Context: an optimization exercise on an open-source flow, tuned for small area, a short achievable clock period and few clock cycles per item. The choices shown serve that exercise and are no tape-out recipe. Function was checked by simulation only, so behaviour that the tests miss may differ from the original. Power figures rest on the tool's default switching activity, not on a simulated workload.

==> flow/design.v <==
`default_nettype none
package sfd_pkg;
	localparam logic [7:0] BYTE_START = 8'h41;
	localparam logic [7:0] BYTE_END   = 8'h40;
	localparam logic [16:0] FACTOR_RESET = 17'd19661;
	localparam logic [16:0] FACTOR_ONE   = 17'd65536;
endpackage
`default_nettype wire
`default_nettype none
import sfd_pkg::*;
module sensor_frame_deframer_smoother (
	input  wire logic         clk,
	input  wire logic         arst_n,
	input  wire logic         rx_valid,
	output logic              rx_ready,
	input  wire logic [7:0]   rx_byte,
	output logic              result_valid,
	input  wire logic         result_ready,
	output logic [28:0]       encoder_angle_avg,
	output logic [31:0]       wind_speed_avg,
	output logic [31:0]       wind_angle_avg,
	output logic [15:0]       raw_count,
	output logic              float_saturated,
	input  wire logic         cfg_we,
	input  wire logic [16:0]  cfg_wdata
);
	function automatic logic [33:0] to_q16(input logic [31:0] bits);
		logic        s;
		logic [7:0]  e;
		logic [7:0]  sh;
		logic [31:0] mag;
		logic        inr;
		logic        big;
		logic [31:0] v;
		logic        sat;
		begin
			s   = bits[31];
			e   = bits[30:23];
			sh  = 8'd142 - e;
			mag = {1'b1, bits[22:0], 8'b0} >> sh[4:0];
			inr = (e >= 8'd111) && (e <= 8'd141);
			big = (e >= 8'd142);
			sat = big && !(s && (e == 8'd142) && (bits[22:0] == 23'd0));
			if (inr) begin
				v = s ? ~mag : mag;
			end else if (big && !((e == 8'hFF) && (bits[22:0] != 23'd0))) begin
				v = s ? 32'h8000_0000 : 32'h7FFF_FFFF;
			end else begin
				v = 32'd0;
			end
			to_q16 = {sat, inr & s, v};
		end
	endfunction
	function automatic logic [2:0] booth(input logic b2, input logic b1, input logic b0);
		booth = {b2 & !(b1 & b0), (b2 & !b1 & !b0) | (!b2 & b1 & b0), b1 ^ b0};
	endfunction
	function automatic logic [34:0] brow(input logic [2:0] c, input logic [32:0] x);
		logic [34:0] m;
		begin
			m = c[0] ? {{2{x[32]}}, x} : (c[1] ? {x[32], x, 1'b0} : 35'd0);
			brow = m ^ {35{c[2]}};
		end
	endfunction
	logic [7:0]  hist_q [11];
	logic [3:0]  fill_q;
	logic        start_q;
	logic        pend_q;
	logic        snapped_q;
	logic        valid_q;
	logic [10:1] ph_q;
	logic        run;
	logic        xfer;
	logic        snap;
	logic        ph0;
	logic        busy_q;
	logic        rdy_q;
	logic        pend_n;
	logic        snapped_n;
	logic        busy_n;
	assign run       = |ph_q;
	assign rx_ready  = rdy_q;
	assign xfer      = rx_valid && rdy_q;
	assign snap      = pend_q && !busy_q;
	assign ph0       = snapped_q && !valid_q && !run;
	assign pend_n    = (xfer && start_q && (rx_byte == BYTE_END)) || (pend_q && !snap);
	assign snapped_n = snap || (snapped_q && !ph0);
	assign busy_n    = snapped_n || ph0 || (|ph_q[9:1]);
	always_ff @(posedge clk) begin
		if (xfer) begin
			hist_q[0] <= rx_byte;
			for (int i = 1; i < 11; i++) begin
				hist_q[i] <= hist_q[i-1];
			end
		end
	end
	always_ff @(posedge clk or negedge arst_n) begin
		if (!arst_n) begin
			fill_q  <= '0;
			start_q <= 1'b0;
			pend_q  <= 1'b0;
			busy_q  <= 1'b0;
			rdy_q   <= 1'b1;
		end else begin
			busy_q <= busy_n;
			rdy_q  <= !(pend_n && busy_n);
			if (xfer) begin
				if (fill_q != 4'd10) begin
					fill_q <= fill_q + 4'd1;
				end
				start_q <= (fill_q == 4'd10) && (hist_q[9] == BYTE_START);
			end
			pend_q <= pend_n;
		end
	end
	logic [32:0] d_q;
	logic [15:0] cnt_q;
	logic        sat_q;
	logic [15:0] cnt_out_q;
	logic        sat_out_q;
	logic [32:0] xs_q;
	logic [32:0] xd_q;
	logic        shf_q;
	logic        s1_q;
	logic [15:0] frame_cnt;
	logic [21:0] cnt45;
	logic [31:0] conv_in;
	logic [33:0] conv;
	assign frame_cnt = {hist_q[10], hist_q[9]};
	assign conv_in   = snap ? {hist_q[8], hist_q[7], hist_q[6], hist_q[5]} :
		(shf_q ? {hist_q[5], hist_q[4], hist_q[3], hist_q[2]}
		       : {hist_q[4], hist_q[3], hist_q[2], hist_q[1]});
	assign conv      = to_q16(conv_in);
	assign cnt45     = ({6'd0, frame_cnt} << 5) + ({6'd0, frame_cnt} << 3)
		+ ({6'd0, frame_cnt} << 2) + {6'd0, frame_cnt};
	always_ff @(posedge clk) begin
		shf_q <= xfer;
		s1_q  <= snap;
		if (snap) begin
			cnt_q <= frame_cnt;
			sat_q <= conv[33];
			xs_q  <= conv[32:0];
		end else if (s1_q) begin
			sat_q <= sat_q | conv[33];
			xd_q  <= conv[32:0];
		end
		if (ph_q[10]) begin
			cnt_out_q <= cnt_q;
			sat_out_q <= sat_q;
		end
	end
	logic [16:0] g_q;
	logic [31:0] p0_q;
	logic [31:0] p1_q;
	logic [31:0] p2_q;
	logic [2:0]  ca_q;
	logic [2:0]  cb_q;
	logic [2:0]  cc_q;
	logic [43:0] accs_q;
	logic [43:0] accc_q;
	logic        cin_q;
	logic        ph_sub;
	logic        step0;
	logic        step1;
	logic        step2;
	logic [2:0]  bw [9];
	logic [49:0] ang_t;
	logic [32:0] xin;
	logic [32:0] diff;
	logic [34:0] row_a;
	logic [34:0] row_b;
	logic [34:0] row_c;
	logic [49:0] in0;
	logic [49:0] in1;
	logic [49:0] in2;
	logic [49:0] in3;
	logic [49:0] in4;
	logic [49:0] in5;
	logic [49:0] s1;
	logic [49:0] c1;
	logic [49:0] s2;
	logic [49:0] c2;
	logic [49:0] s3;
	logic [49:0] c3;
	logic [49:0] cs_s;
	logic [49:0] cs_c;
	logic [6:0]  low;
	logic [31:0] a_new;
	always_comb begin
		for (int j = 0; j < 8; j++) begin
			bw[j] = booth(g_q[2*j+1], g_q[2*j], (j == 0) ? 1'b0 : g_q[2*j-1]);
		end
		bw[8] = {2'b00, g_q[16] | g_q[15]};
	end
	assign ph_sub = ph_q[3] | ph_q[6];
	assign step0  = ph_q[1] | ph_q[4] | ph_q[7];
	assign step1  = ph_q[2] | ph_q[5] | ph_q[8];
	assign step2  = ph_q[3] | ph_q[6] | ph_q[9];
	assign ang_t = {4'd0, ({24'd0, d_q[21:0]} << 24) | {24'd0, d_q[21:0]}}
		+ ({28'd0, d_q[21:0]} << 12)
		+ {~{p0_q[31], p0_q}, 17'd0}
		+ 50'h3_0000;
	assign xin  = ph_q[3] ? xs_q : xd_q;
	assign diff = {xin[31], xin[31:0]} + {~p1_q[31], ~p1_q} + {31'd0, xin[32], !xin[32]};
	always_ff @(posedge clk) begin
		if (step0) begin
			ca_q <= bw[3]; cb_q <= bw[4]; cc_q <= bw[5];
		end else if (step1) begin
			ca_q <= bw[6]; cb_q <= bw[7]; cc_q <= bw[8];
		end else begin
			ca_q <= bw[0]; cb_q <= bw[1]; cc_q <= bw[2];
		end
	end
	assign row_a = brow(ca_q, d_q);
	assign row_b = brow(cb_q, d_q);
	assign row_c = brow(cc_q, d_q);
	assign in0 = {{13{row_a[34]}}, row_a, 2'd0};
	assign in1 = {{11{row_b[34]}}, row_b, 4'd0};
	assign in2 = {{9{row_c[34]}}, row_c, 6'd0};
	assign in3 = step0 ? {p0_q, 18'd0} : {6'd0, accs_q};
	assign in4 = step0 ? 50'd0 : {6'd0, accc_q};
	assign in5 = {43'd0, cc_q[2], 1'b0, cb_q[2], 1'b0, ca_q[2], 1'b0, cin_q & !step0};
	assign s1   = in0 ^ in1 ^ in2;
	assign c1   = ((in0 & in1) | (in0 & in2) | (in1 & in2)) << 1;
	assign s2   = in3 ^ in4 ^ in5;
	assign c2   = ((in3 & in4) | (in3 & in5) | (in4 & in5)) << 1;
	assign s3   = s1 ^ c1 ^ s2;
	assign c3   = ((s1 & c1) | (s1 & s2) | (c1 & s2)) << 1;
	assign cs_s = s3 ^ c3 ^ c2;
	assign cs_c = ((s3 & c3) | (s3 & c2) | (c3 & c2)) << 1;
	assign low  = {1'b0, cs_s[5:0]} + {1'b0, cs_c[5:0]};
	assign a_new = accs_q[31:0] + accc_q[31:0] + {31'd0, cin_q};
	always_ff @(posedge clk) begin
		accs_q <= cs_s[49:6];
		accc_q <= cs_c[49:6];
		cin_q  <= low[6];
		if (snap) begin
			d_q <= {11'd0, cnt45};
		end else if (ph0) begin
			d_q <= ang_t[49:17];
		end else if (ph_sub) begin
			d_q <= diff;
		end
	end
	always_ff @(posedge clk or negedge arst_n) begin
		if (!arst_n) begin
			g_q       <= FACTOR_RESET;
			valid_q   <= 1'b0;
			snapped_q <= 1'b0;
			ph_q      <= '0;
			p0_q      <= '0;
			p1_q      <= '0;
			p2_q      <= '0;
		end else begin
			if (cfg_we) begin
				g_q <= (cfg_wdata > FACTOR_ONE) ? FACTOR_ONE : cfg_wdata;
			end
			snapped_q <= snapped_n;
			ph_q <= {ph_q[9:1], ph0};
			if (ph_q[10]) begin
				valid_q <= 1'b1;
			end else if (valid_q && result_ready) begin
				valid_q <= 1'b0;
			end
			if (step2) begin
				p0_q <= p1_q;
				p1_q <= p2_q;
			end
			if (ph_q[4] || ph_q[7] || ph_q[10]) begin
				p2_q <= a_new;
			end
		end
	end
	assign result_valid      = valid_q;
	assign encoder_angle_avg = p0_q[28:0];
	assign wind_speed_avg    = p1_q;
	assign wind_angle_avg    = p2_q;
	assign raw_count         = cnt_out_q;
	assign float_saturated   = sat_out_q;
endmodule
`default_nettype wire
export LEC_CHECK = 0
export CAP_MARGIN = 20
export CORE_MARGIN = 2
export CORE_UTILIZATION = 40
export PLACE_DENSITY = 0.6
export SETUP_SLACK_MARGIN = 5
export SLEW_MARGIN = 20
create_clock -name core_clock -period 11.0 [get_ports {clk}]
run.sh (not shown) runs the stock make flow with config.mk's settings and CLKGATE_MAP_FILE= SYNTH_SCRIPT=/design/flow/synth_recipe.tcl, a recipe that flattens the netlist after the stock synthesis.
Testbench counts at the start, summed over its fixed seeds: cycles 14,504, items 1,200.
==> next run, changes <==
--- a/flow/design.v
+++ b/flow/design.v
@@ -23,9 +23,9 @@
 	output logic              float_saturated,
 	input  wire logic         cfg_we,
 	input  wire logic [16:0]  cfg_wdata
 );
-	function automatic logic [33:0] to_q16(input logic [31:0] bits);
+	function automatic logic [32:0] to_q16(input logic [31:0] bits);
 		logic        s;
 		logic [7:0]  e;
 		logic [7:0]  sh;
 		logic [31:0] mag;
@@ -41,15 +41,15 @@
 			inr = (e >= 8'd111) && (e <= 8'd141);
 			big = (e >= 8'd142);
 			sat = big && !(s && (e == 8'd142) && (bits[22:0] == 23'd0));
 			if (inr) begin
-				v = s ? ~mag : mag;
+				v = s ? (~mag + 32'd1) : mag;
 			end else if (big && !((e == 8'hFF) && (bits[22:0] != 23'd0))) begin
 				v = s ? 32'h8000_0000 : 32'h7FFF_FFFF;
 			end else begin
 				v = 32'd0;
 			end
-			to_q16 = {sat, inr & s, v};
+			to_q16 = {sat, v};
 		end
 	endfunction
 	function automatic logic [2:0] booth(input logic b2, input logic b1, input logic b0);
 		booth = {b2 & !(b1 & b0), (b2 & !b1 & !b0) | (!b2 & b1 & b0), b1 ^ b0};
@@ -68,24 +68,18 @@
 	logic        snapped_q;
 	logic        valid_q;
 	logic [10:1] ph_q;
 	logic        run;
+	logic        busy_d;
 	logic        xfer;
 	logic        snap;
 	logic        ph0;
-	logic        busy_q;
-	logic        rdy_q;
-	logic        pend_n;
-	logic        snapped_n;
-	logic        busy_n;
-	assign run       = |ph_q;
-	assign rx_ready  = rdy_q;
-	assign xfer      = rx_valid && rdy_q;
-	assign snap      = pend_q && !busy_q;
-	assign ph0       = snapped_q && !valid_q && !run;
-	assign pend_n    = (xfer && start_q && (rx_byte == BYTE_END)) || (pend_q && !snap);
-	assign snapped_n = snap || (snapped_q && !ph0);
-	assign busy_n    = snapped_n || ph0 || (|ph_q[9:1]);
+	assign run      = |ph_q;
+	assign busy_d   = snapped_q || run;
+	assign rx_ready = !(pend_q && busy_d);
+	assign xfer     = rx_valid && rx_ready;
+	assign snap     = pend_q && !busy_d;
+	assign ph0      = snapped_q && !valid_q && !run;
 	always_ff @(posedge clk) begin
 		if (xfer) begin
 			hist_q[0] <= rx_byte;
 			for (int i = 1; i < 11; i++) begin
@@ -97,35 +91,31 @@
 		if (!arst_n) begin
 			fill_q  <= '0;
 			start_q <= 1'b0;
 			pend_q  <= 1'b0;
-			busy_q  <= 1'b0;
-			rdy_q   <= 1'b1;
 		end else begin
-			busy_q <= busy_n;
-			rdy_q  <= !(pend_n && busy_n);
 			if (xfer) begin
 				if (fill_q != 4'd10) begin
 					fill_q <= fill_q + 4'd1;
 				end
 				start_q <= (fill_q == 4'd10) && (hist_q[9] == BYTE_START);
 			end
-			pend_q <= pend_n;
+			pend_q <= (xfer && start_q && (rx_byte == BYTE_END)) || (pend_q && !snap);
 		end
 	end
 	logic [32:0] d_q;
 	logic [15:0] cnt_q;
 	logic        sat_q;
 	logic [15:0] cnt_out_q;
 	logic        sat_out_q;
-	logic [32:0] xs_q;
-	logic [32:0] xd_q;
+	logic [31:0] xs_q;
+	logic [31:0] xd_q;
 	logic        shf_q;
 	logic        s1_q;
 	logic [15:0] frame_cnt;
 	logic [21:0] cnt45;
 	logic [31:0] conv_in;
-	logic [33:0] conv;
+	logic [32:0] conv;
 	assign frame_cnt = {hist_q[10], hist_q[9]};
 	assign conv_in   = snap ? {hist_q[8], hist_q[7], hist_q[6], hist_q[5]} :
 		(shf_q ? {hist_q[5], hist_q[4], hist_q[3], hist_q[2]}
 		       : {hist_q[4], hist_q[3], hist_q[2], hist_q[1]});
@@ -136,13 +126,13 @@
 		shf_q <= xfer;
 		s1_q  <= snap;
 		if (snap) begin
 			cnt_q <= frame_cnt;
-			sat_q <= conv[33];
-			xs_q  <= conv[32:0];
+			sat_q <= conv[32];
+			xs_q  <= conv[31:0];
 		end else if (s1_q) begin
-			sat_q <= sat_q | conv[33];
-			xd_q  <= conv[32:0];
+			sat_q <= sat_q | conv[32];
+			xd_q  <= conv[31:0];
 		end
 		if (ph_q[10]) begin
 			cnt_out_q <= cnt_q;
 			sat_out_q <= sat_q;
@@ -163,9 +153,9 @@
 	logic        step1;
 	logic        step2;
 	logic [2:0]  bw [9];
 	logic [49:0] ang_t;
-	logic [32:0] xin;
+	logic [31:0] xin;
 	logic [32:0] diff;
 	logic [34:0] row_a;
 	logic [34:0] row_b;
 	logic [34:0] row_c;
@@ -199,9 +189,9 @@
 		+ ({28'd0, d_q[21:0]} << 12)
 		+ {~{p0_q[31], p0_q}, 17'd0}
 		+ 50'h3_0000;
 	assign xin  = ph_q[3] ? xs_q : xd_q;
-	assign diff = {xin[31], xin[31:0]} + {~p1_q[31], ~p1_q} + {31'd0, xin[32], !xin[32]};
+	assign diff = {xin[31], xin} - {p1_q[31], p1_q};
 	always_ff @(posedge clk) begin
 		if (step0) begin
 			ca_q <= bw[3]; cb_q <= bw[4]; cc_q <= bw[5];
 		end else if (step1) begin
@@ -253,9 +243,13 @@
 		end else begin
 			if (cfg_we) begin
 				g_q <= (cfg_wdata > FACTOR_ONE) ? FACTOR_ONE : cfg_wdata;
 			end
-			snapped_q <= snapped_n;
+			if (snap) begin
+				snapped_q <= 1'b1;
+			end else if (ph0) begin
+				snapped_q <= 1'b0;
+			end
 			ph_q <= {ph_q[9:1], ph0};
 			if (ph_q[10]) begin
 				valid_q <= 1'b1;
 			end else if (valid_q && result_ready) begin
Final area goes up by 0.67%.
Power goes down by 9.2%.
Setup slack degrades by 0.68 ns.
Final cell count goes up by 2.6%.
Clock-buffer cell count stays the same.
Wire length goes up by 6.0%.
Global-route usage goes up by 1.1 points.
Non-clock buffer count goes up by 17.
Clock skew hardly moves.
Maximum frequency goes down by 12%.
First-iteration DRC count goes up by 32%.
Testbench counts after the change, summed over its fixed seeds: cycles 14,504, items 1,200.

## static timing again, ports no longer ideal
How much do the figures lean on ideal ports? The routed layouts below were timed once more, with nothing changed but the port constraints. Step 1 sets driving cells, clkbuf_16 on the clock port and buf_2 on the other inputs (assumed; they add their load-dependent delay and slew). Step 2 adds t to the input delays and takes it off the output delays; t is the mean of the earliest and latest rising clock arrival at the registers after step 1. Input paths then give back, and output paths get back, about the clock's delay inside the block. Slacks: ideal ports / drivers / drivers and shift; pairs: ideal ports / drivers.
run	shift t [ns]	slack for setup (ns)	worst setup path after step 2	worst register clock-pin slew, ns	worst slew at a driven data input, ns
the first run	0.688	6.015 / 6.015 / 6.015	register to register	0.07 / 0.07	0.04
the second run	0.680	5.337 / 5.337 / 5.337	register to register	0.07 / 0.07	0.04
After both steps setup and hold are still met in every run listed.
